Background: an optimization exercise with open tools, aiming at small area and a short achievable clock period. Do not read the settings as production practice. Only simulation tests tie the RTL to the original design; equivalence was not proved. Power is estimated from default activity; no workload was simulated.

--- flow/design.v ---
module de_script_player #(
  parameter int DEPTH = 16,
  parameter int AW    = 4,
  parameter int DW    = 32,
  parameter int EW    = 50 + 5 * DW
) (
  input  logic          clk_i,
  input  logic          rst_n_i,
  input  logic          tbl_we_i,
  input  logic [AW-1:0] tbl_addr_i,
  input  logic [EW-1:0] tbl_data_i,
  input  logic [AW:0]   prog_len_i,
  input  logic          start_i,
  input  logic          de_v_i,
  input  logic          reg_dep_i,
  input  logic          mem_dep_i,
  input  logic          mr_stall_i,
  input  logic          mw_stall_i,
  output logic          ld_ag_o,
  output logic          ag_vin_o,
  output logic          de_re_o,
  output logic          de_we_o,
  output logic          de_rmsel_o,
  output logic          ro_needed_o,
  output logic          rm_needed_o,
  output logic [1:0]    de_alusel_o,
  output logic [2:0]    de_jmp_o,
  output logic [7:0]    de_modrm_o,
  output logic [15:0]   de_sreg_o,
  output logic [15:0]   de_ptr_o,
  output logic [DW-1:0] de_dval_o,
  output logic [DW-1:0] de_sval_o,
  output logic [DW-1:0] de_disp_o,
  output logic [DW-1:0] de_flags_o,
  output logic [DW-1:0] de_flag_ld_o,
  output logic          busy_o,
  output logic          done_o,
  output logic [15:0]   retired_o
);
  logic [EW-1:0] tbl_q [DEPTH];
  logic          run_q, run_d;
  logic          done_q, done_d;
  logic [AW:0]   ret_q, ret_d;       
  logic [AW-1:0] lenm1_q, lenm1_d;   
  logic [DEPTH-1:0] lsel_q, lsel_d;
  logic [EW-1:0] entry_q;
  logic [EW-1:0] cand;
  logic          adv;
  logic          load;
  logic          last;
  logic [AW-1:0] lenm1_in;
  always_ff @(posedge clk_i) begin
    if (tbl_we_i) begin
      tbl_q[tbl_addr_i] <= tbl_data_i;
    end
  end
  assign ld_ag_o  = ~(mem_dep_i | mr_stall_i | mw_stall_i);
  assign ag_vin_o = de_v_i & ~reg_dep_i & run_q;
  assign busy_o   = run_q;
  assign done_o   = done_q;
  assign adv      = run_q & ~(~de_v_i | reg_dep_i | mem_dep_i | mr_stall_i | mw_stall_i);
  assign load     = run_q ? ~(~de_v_i | reg_dep_i | mem_dep_i | mr_stall_i | mw_stall_i) : start_i;
  assign last     = (ret_q[AW-1:0] == lenm1_q);
  always_comb begin
    if (prog_len_i == '0)
      lenm1_in = '0;
    else if (prog_len_i[AW])
      lenm1_in = '1;
    else
      lenm1_in = AW'(prog_len_i - 1'b1);
  end
  always_comb begin
    run_d   = run_q;
    done_d  = done_q;
    ret_d   = ret_q;
    lenm1_d = lenm1_q;
    if (!run_q) begin
      if (start_i) begin
        run_d   = 1'b1;
        done_d  = 1'b0;
        ret_d   = '0;
        lenm1_d = lenm1_in;
      end
    end else if (adv) begin
      ret_d = ret_q + 1'b1;
      if (last) begin
        run_d  = 1'b0;
        done_d = 1'b1;
      end
    end
  end
  logic             nxt_last;
  logic [DEPTH-1:0] lsel_sh;
  logic [DEPTH-1:0] lsel_start;
  assign nxt_last   = (AW'(ret_q[AW-1:0] + 1'b1) == lenm1_q);
  assign lsel_sh    = nxt_last ? '0 : {lsel_q[DEPTH-2:0], 1'b0};
  assign lsel_start = {{(DEPTH-2){1'b0}}, (lenm1_in != '0), 1'b0};
  always_comb begin
    if (!run_q)
      lsel_d = start_i ? lsel_start : DEPTH'(1);
    else if (adv)
      lsel_d = last ? DEPTH'(1) : lsel_sh;
    else
      lsel_d = lsel_q;
  end
  always_comb begin
    cand = '0;
    for (int i = 0; i < DEPTH; i++) begin
      cand = cand | (tbl_q[i] & {EW{lsel_q[i]}});
    end
  end
  always_ff @(posedge clk_i or negedge rst_n_i) begin
    if (!rst_n_i) begin
      run_q   <= 1'b0;
      done_q  <= 1'b0;
      ret_q   <= '0;
      lenm1_q <= '0;
      lsel_q  <= DEPTH'(1);
      entry_q <= '0;
    end else begin
      run_q   <= run_d;
      done_q  <= done_d;
      ret_q   <= ret_d;
      lenm1_q <= lenm1_d;
      lsel_q  <= lsel_d;
      if (load) entry_q <= cand;
    end
  end
  assign {de_re_o, de_we_o, de_rmsel_o, de_alusel_o, de_jmp_o, de_modrm_o,
          de_sreg_o, de_ptr_o, de_dval_o, de_sval_o, de_disp_o, de_flags_o,
          de_flag_ld_o, ro_needed_o, rm_needed_o} = entry_q;
  assign retired_o = {{(16-AW-1){1'b0}}, ret_q};
endmodule
--- flow/standard.sh ---
#!/bin/bash
# synth_recipe.tcl (not shown) runs the flow's synth.tcl, then flattens the netlist and writes it again
# the make line also repeats each setting of config.mk as NAME=value (left out here)
make -C /OpenROAD-flow-scripts/flow DESIGN_CONFIG=/design/flow/config.mk WORK_HOME=/design/flow/orfs CLKGATE_MAP_FILE= SYNTH_SCRIPT=/design/flow/synth_recipe.tcl "${@:-finish}"
--- flow/flow/run.sh ---
#!/bin/bash
set -euo pipefail
cd "$(dirname "$0")/.."
export BUFFER_PORTS_ARGS="-buffer_cell sky130_fd_sc_hd__buf_1"
bash standard.sh MATCH_CELL_FOOTPRINT=0 finish > flow_make.log 2>&1
--- flow/config.mk ---
export PLATFORM = sky130hd
export DESIGN_NAME = de_script_player
export DESIGN_NICKNAME = de_script_player
export VERILOG_FILES = /design/flow/design.v
export SDC_FILE = /design/flow/constraint.sdc
export NUM_CORES = 4
export LEC_CHECK = 0
export CAP_MARGIN = 20
export CORE_MARGIN = 2
export CORE_UTILIZATION = 70
export CTS_CLUSTER_DIAMETER = 70
export CTS_CLUSTER_SIZE = 28
export PLACE_DENSITY = 0.8
export SETUP_SLACK_MARGIN = 2.8
export SLEW_MARGIN = 20
--- flow/constraint.sdc ---
create_clock -name core_clock -period 5.0 [get_ports {clk_i}]
set_input_delay 1.0000 -clock core_clock [delete_from_list [all_inputs] [get_ports {clk_i}]]
set_output_delay 1.0000 -clock core_clock [all_outputs]
set_load 0.01 [all_outputs]
==> flow_metrics.py, run 1 <==
metrics = {
    "drt": {
        "detail_route.wl_per_cell_um": 40.2,
        "num_vias": 76700,
        "firstDrtPassIters": 8,
        "ant_nets": 0,
        "remaining_design_rule_violation_count": 0,
        "aggregate_routed_wire_length_um": 387000,
        "post_drt_via_cell_ratio": 7.96,
        "detailedRoute.firstIterationViolations": 15200,
    },
    "synth": {
        "top_count_cell_post_synth": "edfxtp_1",
        "synth-seq-cells": 3597,
        "ys_async_sr_fraction_pct": 6.59,
        "synth_cells": 6457,
        "synth.lib_cells_used.distinct": 45,
        "synth_top_area_share_pct": 79.2,
        "ys.warnings.count": 1,
        "syn_area_um2": 127000,
        "postSynthAreaPerCell_um2": 19.7,
        "yosysTopAreaCell": "edfxtp_1",
        "synth.yosys.seq_area_share_pct": 83.9,
        "synth-main-ff-cell": "edfxtp_1",
        "post_synth_most_frequent_cells": "3360 x edfxtp_1, 838 x a22oi_1, 438 x a22o_1",
        "synth_enable_flop_cells": 3360,
        "synth_top_cells_by_area": "edfxtp_1 79%, a22oi_1 4.9%, dfrtp_1 4.6%",
    },
    "timing": {
        "setup_repair_after_global_routing_missed_its_margin": "true",
        "slew_worst_pin_ns": 1.01,
        "hold_viol_final": 0,
        "part_of_the_cycle_the_worst_path_needs_pct": 52.9,
        "slew_violations": 0,
        "achievable-frequency_ghz": 0.378,
        "finalWorstPathRequiredPeriod_ns": 2.64,
        "timing.max_slew.rel_slack_pct": 32.3,
        "worst_clock_skew_ns": 0.0488,
        "finalSetupViolCount": 0,
    },
    "setup_path": {
        "worstPathBufferInverterCount": 1,
        "cp-start-kind": "flop",
        "timing.critical_path.required_ns": 4.00,
        "cp_max_fo": 2,
        "crit_path_top_delay_cell": "dfrtp_1",
        "reg2reg_from": "lsel_q[2]$_DFFE_PN0N_",
        "max_stage_delay_ns": 0.58,
        "critical_path.reg2reg.endpoint": "entry_q[151]$_DFFE_PN0P_",
        "setup.reg_to_reg.worst_slack_ns": 2.65,
        "timing.critical_path.max_delay_family": "flip-flops",
        "reg2reg_depth": 4,
        "worst_ep_arrival_time_ns": 1.64,
        "path_class": "reg2out",
        "crit_chain": "clkbuf_2",
        "crit_path_capture_type": "output port",
    },
    "clocking": {
        "cts_inserted_buffers": 155,
        "sinks_on_clock_net": 3597,
        "clk_latency_ns": 0.87,
        "ctsLongestPathBuffers": 3,
        "count_of_hold_buffers_inserted_by_post_cts_repair": 0,
        "clock_tree.root_cell": "clkbuf_16",
        "tritoncts_clock_tree": "done",
        "clk_pin_slew_ns": 0.11,
        "h-tree-depth": 4,
    },
    "global_routing": {
        "first_pass_grt_wire_length_um": 529000,
        "first_global_vias": 73800,
        "grt_remaining_overflow": 0,
        "grt_use_total_pct": 40.5,
        "initial_antenna_violation_count": 57,
        "largest_net_degree_at_the_start_of_global_routing": 106,
    },
    "placement": {
        "gp_congestion": 0.838,
        "detailed_place_hpwl_um": 180000,
        "io_buffer_count": 446,
        "placedInstanceArea_um2": 133000,
    },
    "power": {
        "irDropWorstVdd_v": 0.000383,
        "p_leak_nw": 44.2,
        "power.density_nw_per_um2": 407,
        "total_power_mw": 57.9,
    },
    "die": {
        "core_area_um2": 181000,
        "die-width_um": 431,
        "die_height_um": 431,
        "initial_core_utilization_pct": 70.5,
        "rows": 156,
        "boundaryPins": 458,
        "floorplan.die_area_um2": 185000,
    },
    "layout": {
        "seqCellArea_um2": 107000,
        "finalNetCount": 7318,
        "multi_input_comb_area_um2": 18800,
        "stdcell_area_um2": 142000,
        "fraction_of_layout_instances_using_a_drive_strength_above_1_pct": 13.9,
        "synthToLayoutAreaGrowth_pct": 11.6,
        "nFillCells": 8623,
    },
    "job": {
        "cap_violations": 0,
    },
    "min_path": {
        "hold_path.class": "in2async",
    },
    "status": {
        "run_status": "complete, no violations",
    },
}
[per-layer routing]
layer / GRT usage [%] / vias up / part of all wire [%]
li1: - / 28800 / -
met1: 54.3 / 38000 / 31
met2: 62.8 / 8571 / 47
met3: 8.76 / 1296 / 16
met4: 23.1 / 22 / 6.2
met5: 0 / - / 0.035
[how the worst max path moves through the flow]
stage,endpoint,cells past startpoint,from,slack (ns)
floorplan,tbl_q[0][0]$_DFFE_PP_,2,tbl_addr_i[2],-1.93
global placement,tbl_q[6][187]$_DFFE_PP_,4,tbl_addr_i[1],1.32
detailed placement,tbl_q[10][184]$_DFFE_PP_,5,tbl_addr_i[1],1.27
CTS,ag_vin_o,2,run_q$_DFF_PN0_,2.36
global route,ag_vin_o,2,run_q$_DFF_PN0_,2.35
finish,de_flags_o[26],1,entry_q[60]$_DFFE_PN0P_,2.36
[flip-flops by register name, summed over array words and instances (netlist names)]
register / flops
done_q: 1
entry_q: 210
lenm1_q: 4
lsel_q: 16
ret_q: 5
run_q: 1
tbl_q: 3360
[report_power, final]
group          switching [mW]  internal [mW]
logic                    3.96           2.82
clock network            9.09           6.73
registers                1.15           34.1
total                    14.2           43.7
[through the flow]
stage               worst slack, ns  setup TNS (ns)  instances  hold WS, ns  util [%]
floorplan                     -1.93        -1558.95       6467        0.460         -
global placement               1.32               0       9008        0.475      73.4
detailed placement             1.27               0       9009        0.480      73.5
CTS                            2.36               0       9482       0.0235      77.9
global route                   2.35               0       9618       0.0495      78.6
finish                         2.36               0       9628       0.0651      78.7
[final cells by class]
cell class | instances | area share, %
sequential | 3597 | 75.2
timing repair buffer | 908 | 5.81
inverter | 4 | 0.0106
tap | 2370 | 2.09
clock buffer | 236 | 3.13
clock inverter | 43 | 0.400
multi-input combinational | 2421 | 13.2
antenna | 49 | 0.0863
[placed cells by master (no fill, tap or decap), types with 10 or more instances in the layout]
cell          n
nand3_1     212
dfrtp_4      15
nand4_1     211
buf_1       221
buf_16       21
conb_1       11
buf_6       117
buf_4       283
nand2_1      10
buf_12      111
o22a_1      209
clkbuf_1     66
a22oi_1     838
a221oi_1    415
nor2_4       12
dfrtp_2      53
clkbuf_2    123
clkbuf_16   182
a22o_1      438
diode_2      49
edfxtp_1   3360
dfrtp_1     168
[repair_timing]
item                                   in CTS  in global routing
gates cloned                               10                  9
setup endpoints to repair                3405                909
pin swaps                                  16                  7
gates resized for setup                   487                108
buffers inserted                          184                 88
endpoints found under the hold margin       0                  0
[kinds of logic (layout without fill, tap and decap cells)]
kind of cell,Yosys count,in the layout,synth area share [%]
flip-flops,3597,3597,83.9
AO/OA/AOI/OAI,1918,1919,12.4
AND/OR/NAND/NOR,476,476,2.09
buffers and inverters,450,1191,1.53
XOR/XNOR,11,11,0.0874
adder cells (fa/ha/maj),3,3,0.0295
other,1,60,0.00294
multiplexers,1,1,0.00786
==> inputs of run 2 (changes only) <==
--- a/flow/config.mk
+++ b/flow/config.mk
@@ -13,3 +13,3 @@
 export PLACE_DENSITY = 0.8
-export SETUP_SLACK_MARGIN = 2.8
+export SETUP_SLACK_MARGIN = 2.6
 export SLEW_MARGIN = 20
==> flow_metrics.py, run 2 <==
metrics = {
    "timing": {
        "timing.max_slew.rel_slack_pct": 32.2,
        "worst_clock_skew_ns": 0.0454,
        "slew_worst_pin_ns": 1.02,
        "setup_repair_after_global_routing_missed_its_margin": "true",
        "slew_violations": 0,
        "part_of_the_cycle_the_worst_path_needs_pct": 52.0,
        "achievable-frequency_ghz": 0.384,
        "postLayoutSetupSlackWorst_ns": 2.40,
        "hold_viol_final": 0,
        "finalWorstPathRequiredPeriod_ns": 2.60,
        "finalSetupViolCount": 0,
    },
    "global_routing": {
        "grt_remaining_overflow": 0,
        "first_global_vias": 73200,
        "grt_use_total_pct": 39.0,
        "initial_antenna_violation_count": 54,
        "largest_net_degree_at_the_start_of_global_routing": 104,
        "first_pass_grt_wire_length_um": 513000,
    },
    "power": {
        "internal-power_mw": 43.6,
        "irDropWorstVdd_v": 0.000381,
        "power_switching_share_pct": 24.2,
        "total_power_mw": 57.5,
        "comb_power_share_pct": 11.3,
        "power_frac_seq_pct": 61.4,
        "power.density_nw_per_um2": 407,
        "p_leak_nw": 43.6,
        "clock_power_share_pct": 27.3,
        "power_switching_mw": 13.9,
    },
    "setup_path": {
        "timing.critical_path.required_ns": 4.00,
        "path_class": "reg2out",
        "worst_ep_arrival_time_ns": 1.60,
        "cp_max_fo": 2,
        "worst_setup_path_startpoint": "run_q$_DFF_PN0_",
        "crit_path_capture_type": "output port",
        "crit_path_top_delay_cell": "dfrtp_1",
        "crit_chain": "and3b_2 -> buf_6",
        "reg2reg_from": "lsel_q[12]$_DFFE_PN0N_",
        "cp-start-kind": "flop",
        "max_stage_delay_ns": 0.40,
    },
    "die": {
        "initial_core_utilization_pct": 70.5,
        "die_height_um": 431,
        "die-width_um": 431,
        "core_area_um2": 181000,
        "floorplan.die_area_um2": 185000,
        "boundaryPins": 458,
        "rows": 156,
    },
    "clocking": {
        "h-tree-depth": 4,
        "clk_pin_slew_ns": 0.10,
        "tritoncts_clock_tree": "done",
        "ctsLongestPathBuffers": 3,
        "clk_latency_ns": 0.89,
        "clock_tree.root_cell": "clkbuf_16",
        "sinks_on_clock_net": 3597,
        "cts_inserted_buffers": 155,
        "count_of_hold_buffers_inserted_by_post_cts_repair": 0,
    },
    "synth": {
        "synth.yosys.seq_area_share_pct": 83.9,
        "syn_area_um2": 127000,
        "post_synth_most_frequent_cells": "3360 x edfxtp_1, 838 x a22oi_1, 438 x a22o_1",
        "synth_enable_flop_cells": 3360,
        "postSynthAreaPerCell_um2": 19.7,
        "synth-seq-cells": 3597,
        "synth.lib_cells_used.distinct": 45,
        "yosysTopAreaCell": "edfxtp_1",
        "ys_async_sr_fraction_pct": 6.59,
        "top_count_cell_post_synth": "edfxtp_1",
        "synth_top_area_share_pct": 79.2,
        "synth-main-ff-cell": "edfxtp_1",
        "synth_cells": 6457,
        "ys.warnings.count": 1,
        "synth_top_cells_by_area": "edfxtp_1 79%, a22oi_1 4.9%, dfrtp_1 4.6%",
    },
    "layout": {
        "mostFrequentLayoutCell": "edfxtp_1",
        "largest_registers": "tbl_q: 3360 flops, entry_q: 210 flops, lsel_q: 16 flops",
        "nFillCells": 8866,
        "finalNetCount": 7245,
        "fraction_of_layout_instances_using_a_drive_strength_above_1_pct": 12.9,
        "synthToLayoutAreaGrowth_pct": 10.8,
        "most-common-layout-cells": "3360 x edfxtp_1, 838 x a22oi_1, 438 x a22o_1",
        "largest_reg_flops": 3360,
        "stdcell_area_um2": 141000,
        "top_register": "tbl_q",
        "layout.core_utilization_pct": 78.0,
    },
    "job": {
        "cap_violations": 0,
    },
    "drt": {
        "detail_route.wl_per_cell_um": 38.3,
        "firstDrtPassIters": 6,
        "ant_nets": 0,
        "aggregate_routed_wire_length_um": 367000,
        "remaining_design_rule_violation_count": 0,
        "num_vias": 74700,
        "detailedRoute.firstIterationViolations": 13700,
        "post_drt_via_cell_ratio": 7.82,
    },
    "placement": {
        "gp_congestion": 0.838,
        "detailed_place_hpwl_um": 180000,
        "placedInstanceArea_um2": 133000,
        "io_buffer_count": 446,
        "dp_slack_ns": 1.27,
    },
    "min_path": {
        "hold_path.class": "in2async",
    },
    "status": {
        "run_status": "complete, no violations",
    },
}
## run 2: cell counts after synthesis
No cell type changed its count.
## run 2: layout make-up
| type | instances | area (µm²) | area share, % |
|---|---|---|---|
| Clock inverter | 43 | 569 | 0.404 |
| Clock buffer | 236 | 4450 | 3.15 |
| Timing Repair Buffer | 835 | 7140 | 5.06 |
| Multi-Input combinational cell | 2421 | 18800 | 13.3 |
| Sequential cell | 3597 | 107000 | 75.8 |
| Inverter | 4 | 15.0 | 0.0106 |
| Tap cell | 2370 | 2970 | 2.10 |
| Antenna cell | 54 | 135 | 0.0958 |
## run 2: worst paths after layout
check	slack, ns	to	depth (start not counted)
worst max register to register	2.55	entry_q[38]$_DFFE_PN0P_	5
worst min-delay path	0.06	entry_q[34]$_DFFE_PN0P_	1
worst min register to register	0.51	lenm1_q[0]$_DFFE_PN0P_	2
min in group core_clock	0.47	lenm1_q[3]$_DFFE_PN0P_	3
max in group asynchronous	3.54	entry_q[189]$_DFFE_PN0P_	2
worst max-delay path	2.40	ag_vin_o	2
## run 2: per-stage QoR
step / setup TNS [ns] / instances / hold WS (ns)
final: 0 / 9560 / 0.0577
after global routing: 0 / 9544 / 0.0353
after CTS: 0 / 9437 / 0.0235
after detailed placement: 0 / 9009 / 0.480
after global placement: 0 / 9008 / 0.475
after floorplan: -1558.95 / 6467 / 0.460
## run 2: logic make-up (layout without fill, tap and decap cells)
family / count (synthesis) / in the layout / share of synthesized area [%]
and+or+nand+nor: 476 / 476 / 2.09
AOI/OAI and AO/OA: 1918 / 1919 / 12.4
other: 1 / 65 / 0.00294
buffers and inverters: 450 / 1118 / 1.53
xor gates and xnor gates: 11 / 11 / 0.0874
adders and majority gates: 3 / 3 / 0.0295
muxes: 1 / 1 / 0.00786
DFF: 3597 / 3597 / 83.9
## run 2: what timing repair did
item                       in CTS  in global routing
pin swaps                      11                  4
setup buffers                 146                 68
resized for setup             464                 89
setup endpoints to repair    2372                517
gates cloned                    3                  1
## run 2: power by group through the flow
stage / Clock, mW / Combinational, mW / Sequential, mW
after global routing: 16.5 / 6.74 / 35.3
after global placement: 0 / 4.93 / 35.8
after detailed placement: 0 / 5.09 / 35.9
after floorplan: 0 / 2.51 / 35.5
final: 15.7 / 6.47 / 35.3
after CTS: 15.6 / 5.98 / 35.2
## run 2: routing by layer
| layer | GRT usage [%] | routed length, µm | up-vias | share of wire, % |
|---|---|---|---|---|
| met3 | 8.09 | 52500 | 1015 | 14 |
| met4 | 20.4 | 20200 | 14 | 5.5 |
| met2 | 61.6 | 175000 | 7445 | 48 |
| met1 | 52.4 | 119000 | 37600 | 32 |
| li1 | - | - | 28600 | - |
| met5 | 0 | 91 | - | 0.025 |
## run 2: critical path: cells and delay by family, from the launching register on
kind                   cells  cell delay [ns]
buffers and inverters      1             0.12
flip-flops                 1             0.40
AND/OR/NAND/NOR            1             0.22
==> inputs of run 3 (changes only) <==
--- a/flow/config.mk
+++ b/flow/config.mk
@@ -10,6 +10,6 @@
 export CORE_UTILIZATION = 70
-export CTS_CLUSTER_DIAMETER = 70
-export CTS_CLUSTER_SIZE = 28
+export CTS_CLUSTER_DIAMETER = 80
+export CTS_CLUSTER_SIZE = 30
 export PLACE_DENSITY = 0.8
-export SETUP_SLACK_MARGIN = 2.6
+export SETUP_SLACK_MARGIN = 2.8
 export SLEW_MARGIN = 20
==> flow_metrics.py, run 3 <==
metrics = {
    "synth": {
        "yosysTopAreaCell": "edfxtp_1",
        "postSynthAreaPerCell_um2": 19.7,
        "synth_top_area_share_pct": 79.2,
        "post_synth_most_frequent_cells": "3360 x edfxtp_1, 838 x a22oi_1, 438 x a22o_1",
        "synth.yosys.seq_area_share_pct": 83.9,
        "synth_enable_flop_cells": 3360,
        "synth_top_cells_by_area": "edfxtp_1 79%, a22oi_1 4.9%, dfrtp_1 4.6%",
        "top_count_cell_post_synth": "edfxtp_1",
        "syn_area_um2": 127000,
        "synth.lib_cells_used.distinct": 45,
        "ys.warnings.count": 1,
        "synth-seq-cells": 3597,
        "ys_async_sr_fraction_pct": 6.59,
        "synth-main-ff-cell": "edfxtp_1",
        "synth_cells": 6457,
    },
    "drt": {
        "firstDrtPassIters": 7,
        "post_drt_via_cell_ratio": 7.90,
        "detail_route.wl_per_cell_um": 39.5,
        "num_vias": 75900,
        "remaining_design_rule_violation_count": 0,
        "ant_nets": 0,
        "aggregate_routed_wire_length_um": 379000,
        "detailedRoute.firstIterationViolations": 15600,
    },
    "timing": {
        "timing.max_slew.rel_slack_pct": 32.6,
        "finalWorstPathRequiredPeriod_ns": 2.60,
        "part_of_the_cycle_the_worst_path_needs_pct": 51.9,
        "setup_repair_after_global_routing_missed_its_margin": "true",
        "worst_clock_skew_ns": 0.0512,
        "achievable-frequency_ghz": 0.385,
        "setup-tns-final_ns": 0,
        "slew_worst_pin_ns": 1.01,
        "hold_viol_final": 0,
        "finalHoldWorstSlack_ns": 0.0677,
        "finalSetupViolCount": 0,
        "slew_violations": 0,
    },
    "die": {
        "rows": 156,
        "boundaryPins": 458,
        "core_area_um2": 181000,
        "floorplan.die_area_um2": 185000,
        "die-width_um": 431,
        "initial_core_utilization_pct": 70.5,
        "die_height_um": 431,
    },
    "layout": {
        "most-common-layout-cells": "3360 x edfxtp_1, 838 x a22oi_1, 437 x a22o_1",
        "mostFrequentLayoutCell": "edfxtp_1",
        "layout.core_utilization_pct": 78.2,
        "top_register": "tbl_q",
        "stdcell_area_um2": 141000,
        "largest_registers": "tbl_q: 3360 flops, entry_q: 210 flops, lsel_q: 16 flops",
        "fraction_of_layout_instances_using_a_drive_strength_above_1_pct": 13.3,
        "largest_reg_flops": 3360,
        "synthToLayoutAreaGrowth_pct": 11.0,
        "finalNetCount": 7291,
    },
    "setup_path": {
        "crit_path_capture_type": "output port",
        "path_class": "reg2out",
        "critical_path.reg2reg.endpoint": "entry_q[3]$_DFFE_PN0P_",
        "crit_path_top_delay_cell": "dfrtp_1",
        "max_stage_delay_ns": 0.40,
        "cp_max_fo": 2,
        "setup.reg_to_reg.worst_slack_ns": 2.73,
        "cp-start-kind": "flop",
        "crit_chain": "and3b_2 -> clkbuf_2",
        "worst_ep_arrival_time_ns": 1.60,
        "reg2reg_depth": 7,
        "reg2reg_from": "run_q$_DFF_PN0_",
        "timing.critical_path.required_ns": 4.00,
    },
    "global_routing": {
        "first_global_vias": 73000,
        "largest_net_degree_at_the_start_of_global_routing": 106,
        "first_pass_grt_wire_length_um": 525000,
        "grt_remaining_overflow": 0,
        "initial_antenna_violation_count": 59,
        "grt_use_total_pct": 40.1,
    },
    "clocking": {
        "clk_latency_ns": 0.88,
        "h-tree-depth": 4,
        "cts_inserted_buffers": 141,
        "clock_tree.root_cell": "clkbuf_16",
        "tritoncts_clock_tree": "done",
        "sinks_on_clock_net": 3597,
        "ctsLongestPathBuffers": 3,
        "clk_pin_slew_ns": 0.11,
    },
    "power": {
        "total_power_mw": 56.7,
        "power.density_nw_per_um2": 401,
        "p_leak_nw": 43.7,
        "irDropWorstVdd_v": 0.000381,
    },
    "job": {
        "cap_violations": 0,
    },
    "placement": {
        "detailed_place_hpwl_um": 180000,
        "io_buffer_count": 446,
        "placedInstanceArea_um2": 133000,
        "gp_congestion": 0.838,
    },
    "min_path": {
        "hold_path.class": "in2async",
    },
    "status": {
        "run_status": "complete, no violations",
    },
}
run 3: area by class of cell:
type / count / area, µm²
antenna: 62 / 155
clock buffer: 235 / 4190
clock inverter: 18 / 209
fill: 8733 / 39400
inverter: 4 / 15.0
multi-input combinational: 2421 / 18800
sequential: 3597 / 107000
tap: 2370 / 2970
timing repair buffer: 895 / 8020
run 3: cells by family after synthesis:
logic type / Yosys count / synth area share [%]
xor+xnor: 11 / 0.0874
other cells: 1 / 0.00294
simple gates: 476 / 2.09
mux: 1 / 0.00786
fa+ha+maj: 3 / 0.0295
buf+inv: 450 / 1.53
compound gates: 1918 / 12.4
flops: 3597 / 83.9
run 3: metal layers:
| layer | GRT usage, % | up-vias | part of all wire [%] |
|---|---|---|---|
| li1 | - | 28700 | - |
| met1 | 54.2 | 37900 | 32 |
| met2 | 62.0 | 8100 | 47 |
| met3 | 8.72 | 1198 | 15 |
| met4 | 22.8 | 18 | 6.1 |
| met5 | 0 | - | 0.033 |
run 3: what timing repair did:
item	in CTS	in global routing
pin swaps	15	5
setup endpoints to repair	3329	789
buffers inserted	181	82
resized for setup	480	94
gates cloned	10	5
hold buffers	0	0
run 3: worst max-delay path, delay by kind of cell (launching register included):
| family | cells | cell delay (ns) |
|---|---|---|
| buf+inv | 1 | 0.13 |
| flops | 1 | 0.40 |
| simple gates | 1 | 0.21 |
run 3: power breakdown:
group	internal [mW]	leakage (nW)	total, mW	switching [mW]
sequential	34.1	33.0	35.2	1.11
clock	5.95	2.11	14.7	8.77
combinational	2.80	8.61	6.73	3.94
run 3: how the worst max path moves through the flow:
stage	from	to	slack, ns	cells after the start
6_report	run_q$_DFF_PN0_	ag_vin_o	2.40	2
3_3_place_gp	tbl_addr_i[1]	tbl_q[6][187]$_DFFE_PP_	1.32	4
4_1_cts	run_q$_DFF_PN0_	ag_vin_o	2.38	2
5_1_grt	run_q$_DFF_PN0_	ag_vin_o	2.37	2
3_5_place_dp	tbl_addr_i[1]	tbl_q[10][184]$_DFFE_PP_	1.27	5
2_1_floorplan	tbl_addr_i[2]	tbl_q[0][0]$_DFFE_PP_	-1.93	2
run 3: through the flow:
stage,setup slack [ns],instances
after CTS,2.38,9453
after floorplan,-1.93,6467
after global routing,2.37,9585
final,2.40,9602
after detailed placement,1.27,9009
after global placement,1.32,9008

==> what the ideal ports hide <==
In the flow no input, the clock included, has a driving cell. The finished layouts below were timed again as built, in two steps.
Step 1, drivers: a clkbuf_16 drives clk_i and a buf_2 each remaining input, both assumed.
Step 2, shift: input delay + t, output delay - t, t = (earliest + latest rising clock arrival at the registers) / 2. This alone moves slack from input paths to output paths.
a / b / c = ideal / step 1 / step 2; a / b = the first two.
| run | t (ns) | setup slack, ns | hold slack, ns |
|---|---|---|---|
| run 1 | 0.950 | 2.356 / 2.259 / 1.805 | 0.065 / -0.007 / 0.515 |
| run 2 | 0.956 | 2.398 / 2.301 / 1.553 | 0.058 / -0.013 / 0.512 |
| run 3 | 0.943 | 2.403 / 2.310 / 1.793 | 0.068 / 0.000 / 0.503 |
After both steps every run listed still meets setup and hold. For run 2, which loses most, drivers alone change the setup slack by -0.097 ns; drivers and shift together by -0.845 ns.
